This design comes from an exercise in tuning for small area on the open sky130 flow, not from production work. In this exercise RTL edits were held to simulation tests only and were not proved equivalent to the original. Power and IR drop assume default switching activity.

### flow/constraint.sdc
create_clock -name core_clock -period 7.0 [get_ports {i_clk}]
set_input_delay 1.4000 -clock core_clock [delete_from_list [all_inputs] [get_ports {i_clk}]]
set_output_delay 1.4000 -clock core_clock [all_outputs]
set_load 0.01 [all_outputs]
### flow/run.sh
#!/bin/bash
# synth_recipe.tcl (not shown) runs the flow's synth.tcl, then flattens the netlist and writes it again
# the make line also repeats each setting of config.mk as NAME=value (left out here)
make -C /OpenROAD-flow-scripts/flow DESIGN_CONFIG=/design/flow/config.mk WORK_HOME=/design/flow/orfs CLKGATE_MAP_FILE= SYNTH_SCRIPT=/design/flow/synth_recipe.tcl finish
### flow/config.mk
export PLATFORM = sky130hd
export DESIGN_NAME = triple_frame_buffer
export DESIGN_NICKNAME = triple_frame_buffer
export VERILOG_FILES = /design/flow/design.v
export SDC_FILE = /design/flow/constraint.sdc
export NUM_CORES = 4
export LEC_CHECK = 0
export CAP_MARGIN = 20
export CORE_MARGIN = 2
export CORE_UTILIZATION = 30
export SLEW_MARGIN = 20
### flow/design.v
package frame_buf_pkg;
   typedef logic [1:0] buf_idx_t;
   localparam buf_idx_t WR_IDX_RST  = 2'd0;
   localparam buf_idx_t RDY_IDX_RST = 2'd1;
   localparam buf_idx_t RD_IDX_RST  = 2'd2;
   function automatic integer frame_depth(input integer leds, input integer bytes_per_led);
      frame_depth = leds * bytes_per_led;
   endfunction
   function automatic integer addr_bits(input integer depth);
      addr_bits = (depth > 1) ? $clog2(depth) : 1;
   endfunction
endpackage
module sdp_ram_bank #(
   parameter int DEPTH      = 90,
   parameter int ADDR_WIDTH = 7
) (
   input  logic                  i_clk,
   input  logic                  i_we,
   input  logic [ADDR_WIDTH-1:0] i_waddr,
   input  logic [7:0]            i_wdata,
   input  logic                  i_re,
   input  logic [ADDR_WIDTH-1:0] i_raddr,
   output logic [7:0]            o_rdata
);
   logic [7:0] r_mem [DEPTH];
   logic [7:0] r_rdata;
   always_ff @(posedge i_clk) begin
      if (i_we) r_mem[i_waddr] <= i_wdata;
   end
   always_ff @(posedge i_clk) begin
      if (i_re) r_rdata <= r_mem[i_raddr];
   end
   assign o_rdata = r_rdata;
endmodule
module triple_frame_buffer #(
   parameter int LEDS          = 64,
   parameter int BYTES_PER_LED = 3,
   parameter int DEPTH         = frame_buf_pkg::frame_depth(LEDS, BYTES_PER_LED),
   parameter int ADDR_WIDTH    = frame_buf_pkg::addr_bits(DEPTH),
   parameter int DROP_WIDTH    = 8
) (
   input  logic                  i_clk,
   input  logic                  i_rst,
   input  logic                  i_wr_en,
   input  logic [ADDR_WIDTH-1:0] i_wr_addr,
   input  logic [7:0]            i_wr_data,
   input  logic                  i_wr_commit,
   input  logic                  i_rd_frame_start,
   input  logic [ADDR_WIDTH-1:0] i_rd_addr,
   output logic [7:0]            o_rd_data,
   output logic                  o_rd_valid,
   output logic                  o_rd_new,
   output logic                  o_wr_oob,
   output logic [DROP_WIDTH-1:0] o_drop_count
);
   localparam logic [ADDR_WIDTH:0] DEPTH_EXT = (ADDR_WIDTH + 1)'(DEPTH);
   frame_buf_pkg::buf_idx_t              r_wr_idx;
   frame_buf_pkg::buf_idx_t              r_rdy_idx;
   frame_buf_pkg::buf_idx_t              r_rd_idx;
   logic                  r_fresh;
   frame_buf_pkg::buf_idx_t              r_rd_sel;
   logic                  r_rd_zero;
   logic                  r_rd_valid;
   logic                  r_rd_new;
   logic                  r_wr_oob;
   logic [DROP_WIDTH-1:0] r_drop_count;
   logic                  w_wr_in_range;
   logic                  w_rd_in_range;
   logic                  w_wr_ok;
   logic                  w_commit;
   logic                  w_start;
   logic [7:0]            w_bank_q [3];
   logic [7:0]            w_rd_data;
   assign w_wr_in_range = ({1'b0, i_wr_addr} < DEPTH_EXT);
   assign w_rd_in_range = ({1'b0, i_rd_addr} < DEPTH_EXT);
   assign w_wr_ok       = i_wr_en && w_wr_in_range;
   assign w_commit      = i_wr_commit;
   assign w_start       = i_rd_frame_start;
   for (genvar g = 0; g < 3; g++) begin : g_bank
      sdp_ram_bank #(
         .DEPTH      (DEPTH),
         .ADDR_WIDTH (ADDR_WIDTH)
      ) u_bank (
         .i_clk   (i_clk),
         .i_we    (w_wr_ok && (r_wr_idx == frame_buf_pkg::buf_idx_t'(g))),
         .i_waddr (i_wr_addr),
         .i_wdata (i_wr_data),
         .i_re    (w_rd_in_range),
         .i_raddr (i_rd_addr),
         .o_rdata (w_bank_q[g])
      );
   end
   always_ff @(posedge i_clk or posedge i_rst) begin
      if (i_rst) begin
         r_wr_idx     <= frame_buf_pkg::WR_IDX_RST;
         r_rdy_idx    <= frame_buf_pkg::RDY_IDX_RST;
         r_rd_idx     <= frame_buf_pkg::RD_IDX_RST;
         r_fresh      <= 1'b0;
         r_rd_sel     <= frame_buf_pkg::RD_IDX_RST;
         r_rd_zero    <= 1'b1;
         r_rd_valid   <= 1'b0;
         r_rd_new     <= 1'b0;
         r_wr_oob     <= 1'b0;
         r_drop_count <= '0;
      end else begin
         r_rd_new  <= 1'b0;
         r_wr_oob  <= i_wr_en && !w_wr_in_range;
         r_rd_sel  <= r_rd_idx;
         r_rd_zero <= !w_rd_in_range;
         if (w_commit && w_start) begin
            r_rd_idx   <= r_wr_idx;
            r_wr_idx   <= r_rd_idx;
            r_fresh    <= 1'b0;
            r_rd_valid <= 1'b1;
            r_rd_new   <= 1'b1;
         end else if (w_commit) begin
            r_wr_idx  <= r_rdy_idx;
            r_rdy_idx <= r_wr_idx;
            r_fresh   <= 1'b1;
         end else if (w_start && r_fresh) begin
            r_rd_idx   <= r_rdy_idx;
            r_rdy_idx  <= r_rd_idx;
            r_fresh    <= 1'b0;
            r_rd_valid <= 1'b1;
            r_rd_new   <= 1'b1;
         end
         if (w_commit && r_fresh && (r_drop_count != '1)) begin
            r_drop_count <= r_drop_count + 1'b1;
         end
      end
   end
   always_comb begin
      w_rd_data = 8'h00;
      if (!r_rd_zero) begin
         case (r_rd_sel)
            2'd0:    w_rd_data = w_bank_q[0];
            2'd1:    w_rd_data = w_bank_q[1];
            2'd2:    w_rd_data = w_bank_q[2];
            default: w_rd_data = 8'h00;
         endcase
      end
   end
   assign o_rd_data    = w_rd_data;
   assign o_rd_valid   = r_rd_valid;
   assign o_rd_new     = r_rd_new;
   assign o_wr_oob     = r_wr_oob;
   assign o_drop_count = r_drop_count;
endmodule
==> summary.txt <==
[per-layer routing]
metal  GRT usage  vias to the layer above  routed length, um
met5           0                        -                 80
met4      0.0589                       12              18600
met1       0.200                    47533             189000
met3      0.0297                      750              38900
li1            -                    35679                  -
met2       0.251                     4003             234000
[state kept, by name (all words and copies together), names as in the netlist]
name,count
r_fresh,1
r_drop_count,8
r_rd_valid,1
r_wr_oob,1
r_wr_idx,2
r_rd_zero,1
r_rd_sel,2
r_rd_idx,2
g_bank.u_bank.r_mem,4608
g_bank.u_bank.r_rdata,24
r_rd_new,1
r_rdy_idx,2
[cell usage after synthesis, types with 39 or more instances]
cell type	count
clkbuf_1	238
nor3_1	39
edfxtp_1	4632
nand3_1	46
nor2_1	642
buf_4	47
mux2i_1	267
a211oi_1	47
a22oi_1	173
mux4_2	1163
nand2_1	403
buf_1	48
buf_2	140
a21oi_1	137
[cell usage in the layout, fill, tap and decap left out, drive strengths merged, types with 5 or more instances in the layout]
| cell type | n |
|---|---|
| a21oi | 137 |
| and3 | 9 |
| mux4 | 1163 |
| mux2 | 22 |
| mux2i | 267 |
| buf | 235 |
| clkdlybuf4s50 | 33 |
| nand2b | 21 |
| diode | 48 |
| clkinv | 222 |
| bufinv | 45 |
| o221ai | 38 |
| a22o | 15 |
| clkbuf | 533 |
| o22ai | 36 |
| o32ai | 5 |
| nor3 | 39 |
| and2 | 19 |
| nand2 | 403 |
| edfxtp | 4632 |
| a311oi | 5 |
| o21ai | 27 |
| a211o | 7 |
| dfrtp | 17 |
| xnor2 | 6 |
| o211ai | 27 |
| nor4 | 12 |
| nand3 | 46 |
| inv | 19 |
| a22oi | 173 |
| a31oi | 27 |
| nor2b | 31 |
| nor2 | 642 |
| o311ai | 5 |
| or3 | 16 |
| or4 | 10 |
| clkinvlp | 26 |
| a211oi | 47 |
[cells by family after synthesis]
kind of cell,count (synthesis)
mux,1452
fa+ha+maj,1
xor+xnor,7
simple gates,1260
buf+inv,517
flops,4653
compound gates,576
[cell type report]
type	count	area, um^2
well taps	8008	10000
flip-flops and latches	4653	140000
inverters	5	33.8
multi-input cells	3296	38600
repair buffers	268	2810
fillers	54864	393000
clock inverters	307	3050
diodes	48	120
clock buffers	533	11700
[stage by stage]
stage | std cells | setup WS [ns]
after floorplan | 8466 | 3.01
after global placement | 16229 | 1.39
after detailed placement | 16230 | 1.46
after CTS | 17070 | 1.18
after global routing | 17090 | 1.19
final | 17118 | 1.07
[report_power, final]
part	leakage [nW]	switching [mW]	internal, mW
combinational	13.1	2.00	1.01
clock	7.16	10.6	13.6
sequential	41.9	0.0791	30.7
total	62.2	12.7	45.4
[final timing paths]
check                             from                              to  slack (ns)  depth (start not counted)
max                        r_rd_sel[0]                    o_rd_data[3]        1.07                          4
min                        r_rd_idx[1]                     r_rd_sel[1]        0.45                          0
max reg2reg                r_wr_idx[1]  g_bank[1].u_bank.r_mem[105][3]        3.39                          5
min reg2reg                r_rd_idx[1]                     r_rd_sel[1]        0.45                          0
max in group asynchronous        i_rst                    r_rdy_idx[0]        5.82                          3
min in group asynchronous        i_rst                        r_rd_new        0.77                          3
==> flow_summary.yaml <==
yosys:
  synth_edf_count: 4632
  synth-compound-area-share: 0.0220
  synth_fp_nets: 8496
  synth_top_flop_cell: "edfxtp_1"
  synth_cell_type_count: 60
  synth_xor_area_frac: 0.000340
  async_flop_share: 0.00451
  yosysTopAreaCell: "edfxtp_1"
  netlist_area_um2: 181000
  yosys_warnings: 3
  synth_fa_ha_area_frac: 0.0000693
  ys_ff_latch: 4653
  synth_area_leaders: "edfxtp_1, mux4_2, mux2i_1"
  synth.avg_cell_area_um2: 21.3
  syn_inst: 8466
  synth_top_cell_area_share: 0.770
  yosys.area_share.simple: 0.0287
  yosysSeqAreaShare: 0.773
  synth_top_family_by_area: "multiplexers"
  synth_mux_area_frac: 0.161
global_routing:
  grt-ovfl-total: 0
  antenna_found_initial: 36
  grt_pass1_wl_um: 676000
  grt_pass1_vias: 88725
  gr-usage-all-layers: 0.152
  grt_start_max_net_pins: 213
clock_network:
  hold_buffers: 0
  cts.path.max_buffers: 4
  ctsResizeCount: 0
  cts_tree: "yes"
  cts_buffers: 453
  cts-root-buf: "clkbuf_16"
  postCtsSetupBuffers: 0
  insertion_delay_ns: 1.09
  htree_levels: 5
  path_clk_slew_ns: 0.06
  cts.sinks: 4653
setup_path:
  cp_max_fo: 9
  path_cells: "nor2b_1 -> a21oi_1 -> nor2_1 -> clkdlybuf4s50_1"
  cp_data_arrival_time_ns: 4.53
  startpoint_type: "register"
  slowest_stage: "nor2_1"
  crit_path_end_kind: "primary output"
  path_class: "reg2out"
  critical-path-top-delay-family: "simple AND/OR/NAND/NOR gates"
  critPathBufInv: 1
  slowest_delay_ns: 0.94
  required_ns: 5.60
power:
  p_leak_nw: 62.2
  p_total_mw: 58.1
  powerDensity_nw_per_um2: 282
  irDropWorstVdd_mv: 0.226
timing:
  holdWs_ns: 0.446
  setup_viol: 0
  layout_min_cycle_time_ns: 5.93
  final_hold_viol_count: 0
  clock.fmax_ghz: 0.169
  fin_tns_setup_ns: 0
  worstMarginPinSlew_ns: 1.33
  slew_viol_final: 0
  relSlewSlack: 0.113
  rsz0062_at_grt: "false"
  clock_skew_ns: 0.0844
  period_share: 0.847
route:
  wl_per_cell_um: 28.1
  drc_errors: 0
  initialDrtViolationCount: 10946
  drtPass1Iterations: 6
  via_count: 87977
  wirelength_um: 481000
  drtAntennaViolNets: 0
  vias_per_cell: 5.14
die:
  dieHeight_um: 780
  die_w_um: 780
  fp-row-count: 284
  core_area_um2: 599000
  io_pins: 48
  dieArea_um2: 608000
  start_util: 0.302
outcome:
  status: "finished clean"
placement:
  gp_congestion: 0.842
  placed_cell_area_um2: 191000
  io_buffers: 47
  dp_hpwl_um: 301000
cells_and_area:
  utilization: 0.344
  drive_above_1_share: 0.236
  layout.nets: 8707
  area_growth_pct: 14.1
  fin_area_um2: 206000
worst_hold_path:
  hp-class: "reg2reg"
flow_run:
  maxCapViolations: 0

-- port drivers added, routing unchanged --
The results above use ideal ports. As a check the final layout listed here was re-extracted and re-timed, cells and wires unchanged.
Step 1 (the two cells are an assumption about what drives the block):
set clk [get_ports {i_clk}]
set_driving_cell -lib_cell sky130_fd_sc_hd__clkbuf_16 $clk
set_driving_cell -lib_cell sky130_fd_sc_hd__buf_2 [delete_from_list [all_inputs] $clk]
Step 2, shift: input delay + t, output delay - t, t = (earliest + latest rising clock arrival at the registers) / 2. This alone moves slack from input paths to output paths.
Slacks: ideal ports / drivers / drivers and shift; pairs: ideal ports / drivers.
t, ns: 1.162
slack for setup (ns): 1.072 / 0.953 / 1.218
clock arrival spread, ns: 0.092 / 0.092
After both steps this run still meets setup and hold. For this run, drivers alone change the setup slack by -0.119 ns; drivers and shift together by +0.146 ns.
